Background: an optimization exercise with open tools, aiming at small area and a short achievable clock period. Do not read the settings as production practice. Power is estimated from default activity; no workload was simulated.

==> flow/design.v (excerpt) <==
module stereo_cap_top (
	input  logic                    clk_25_2m,
	input  logic                    reset,
	input  logic                    cam1_vsync,
	input  logic                    cam1_href,
	input  video_pkg::cam_byte_t    cam1_data,
	input  logic                    cam2_vsync,
	input  logic                    cam2_href,
	input  video_pkg::cam_byte_t    cam2_data,
	output logic                    hdmi_de,
	output logic                    hdmi_hs,
	output logic                    hdmi_vs,
	output video_pkg::pixel_t       hdmi_d
);
For scale: ~1600 flip-flops, ~0.063 mm2 of cells after synthesis.
Settings: LEC_CHECK=0, CAP_MARGIN=20, CORE_MARGIN=2, CORE_UTILIZATION=55, CTS_BUF_LIST=sky130_fd_sc_hd__clkbuf_16, CTS_CLUSTER_DIAMETER=60, CTS_CLUSTER_SIZE=30, SETUP_SLACK_MARGIN=5.0, SLEW_MARGIN=20; clock period 8.0 ns.
run.sh (not shown) runs the stock make flow with config.mk's settings and CLKGATE_MAP_FILE= SYNTH_SCRIPT=/design/flow/synth_recipe.tcl, a recipe that flattens the netlist after the stock synthesis.
Change:
--- a/flow/config.mk
+++ b/flow/config.mk
@@ -11,3 +10,0 @@
-export CTS_BUF_LIST = sky130_fd_sc_hd__clkbuf_16
-export CTS_CLUSTER_DIAMETER = 60
-export CTS_CLUSTER_SIZE = 30
Result: Setup slack is worse by 0.086 ns; count of clock-buffer cells in the layout increases by 90; total power rose by 4.7%; first-iteration DRC count is lower by 0.54%; design area rises by 1.2%; global-route usage came out higher by 0.30 points; worst hold slack loses 0.0039 ns; flip-flop and latch count is unchanged; non-clock buffer count drops by 1.
Change:
--- a/flow/config.mk
+++ b/flow/config.mk
@@ -10,0 +11,2 @@
+export CTS_BUF_LIST = sky130_fd_sc_hd__clkbuf_8
+export CTS_CLUSTER_SIZE = 20
Synthesized area does not change; setup slack gets worse by 0.069 ns; global-route usage came out higher by 0.24 points; first-iteration DRC count drops by a few percent; register-to-register slack gets better by 0.099 ns; power goes down by a few percent; final cell count went up by a few percent; non-clock buffer count grows by 1.
Change:
==> flow/flow/run.sh (new file) <==
#!/bin/bash
set -euo pipefail
MARGIN=$(cat flow/margin.txt)
bash standard.sh \
	MATCH_CELL_FOOTPRINT=0 \
	SETUP_SLACK_MARGIN=$MARGIN \
	"BUFFER_PORTS_ARGS=-buffer_cell sky130_fd_sc_hd__buf_4" \
	finish > make_finish.log 2>&1
==> flow/flow/margin.txt (new file) <==
5.3
==> flow/standard.sh (new file) <==
#!/bin/bash
# synth_recipe.tcl (not shown) runs the flow's synth.tcl, then flattens the netlist and writes it again
# the make line also repeats each setting of config.mk as NAME=value (left out here)
make -C /OpenROAD-flow-scripts/flow DESIGN_CONFIG=/design/flow/config.mk WORK_HOME=/design/flow/orfs CLKGATE_MAP_FILE= SYNTH_SCRIPT=/design/flow/synth_recipe.tcl "${@:-finish}"
--- a/flow/config.mk
+++ b/flow/config.mk
@@ -11,3 +11,3 @@
-export CTS_BUF_LIST = sky130_fd_sc_hd__clkbuf_8
-export CTS_CLUSTER_SIZE = 20
-export SETUP_SLACK_MARGIN = 5.0
+export CTS_BUF_LIST = sky130_fd_sc_hd__clkbuf_16
+export CTS_CLUSTER_DIAMETER = 60
+export CTS_CLUSTER_SIZE = 30
removed: flow/run.sh
=>
- The new run ran to the end with no violations
- synthesized cell count is unchanged
- critical path depth came out lower by 1
- global-route usage came out lower by 0.24 points
- power came out higher by about 1.2%
- core utilization came out higher by 0.98 points
- setup slack improved by 0.32 ns
- wire length is about the same
- clock-buffer cell count came out lower by 173
- via count came out lower by about 2%
- final area came out higher by 1.5%
No functional check of the RTL was part of any run of this note.

---

Another version of the RTL of stereo_cap_top (not shown whole).
Size: roughly 3600 cells after synthesis.
==> flow/config.mk <==
export PLATFORM = sky130hd
export DESIGN_NAME = stereo_cap_top
export DESIGN_NICKNAME = stereo_cap_top
export VERILOG_FILES = /design/flow/design.v
export SDC_FILE = /design/flow/constraint.sdc
export NUM_CORES = 4
export LEC_CHECK = 0
export CAP_MARGIN = 20
export CORE_MARGIN = 2
export CORE_UTILIZATION = 65
export SLEW_MARGIN = 20
==> flow/constraint.sdc <==
create_clock -name core_clock -period 8.0 [get_ports {clk_25_2m}]
set_input_delay 1.6000 -clock core_clock [delete_from_list [all_inputs] [get_ports {clk_25_2m}]]
set_output_delay 1.6000 -clock core_clock [all_outputs]
set_load 0.01 [all_outputs]
Stock flow here: none of the scripts above is used.
Change:
- CORE_UTILIZATION: 65 -> 40
The new run went through all stages and came out clean.
Power grows by 0.39%.
Clock-buffer cell count shrinks by 10.
Non-clock buffer count grows by 3.
Clock skew grows by 0.013 ns.
Final cell count grows by 15%.
Area after synthesis stays the same.
Register-to-register slack improves by 0.72 ns.
Worst setup slack improves by 0.72 ns.
Change:
- CORE_UTILIZATION: 40 -> 55
- SETUP_SLACK_MARGIN: default -> 4.5
Effect:
- power climbs by a few percent
- routed wire length climbs by a few percent
- clock-buffer cell count climbs by 16
- worst setup slack gains 0.93 ns
- fmax climbs by a quarter to a third
No run of this note included a check of the RTL's function; only the layout flow was run.

## port drivers added, routing unchanged
In the flow no input, the clock included, has a driving cell. The finished layouts below were timed again as built, in two steps.
Step 1 sets driving cells, clkbuf_16 on the clock port and buf_2 on the other inputs (assumed; they add their load-dependent delay and slew).
Step 2 also shifts input and output timing later by t, the mid clock arrival at the registers, as if the neighbouring blocks saw the same clock.
Three values: ideal ports, drivers, drivers and shift; two values: the first two.
run	t (ns)	setup slack, ns	latest minus earliest clock arrival (ns)
the first run of note 1	0.803	5.057 / 4.984 / 4.327	0.047 / 0.047
the second run of note 1	0.838	4.971 / 4.971 / 4.263	0.026 / 0.026
the third run of note 1	1.011	4.902 / 4.837 / 4.258	0.060 / 0.060
the fourth run of note 1	0.801	5.217 / 5.137 / 4.608	0.039 / 0.039
the first run of note 2	0.838	2.717 / 2.717 / 2.717	0.033 / 0.034
the second run of note 2	0.879	3.436 / 3.436 / 3.436	0.046 / 0.047
the third run of note 2	0.835	4.365 / 4.365 / 3.922	0.031 / 0.031
After both steps every run listed still meets setup and hold. The setup slack of the first run of note 1, which loses most, moves by -0.073 ns with the drivers and by -0.730 ns with both steps.
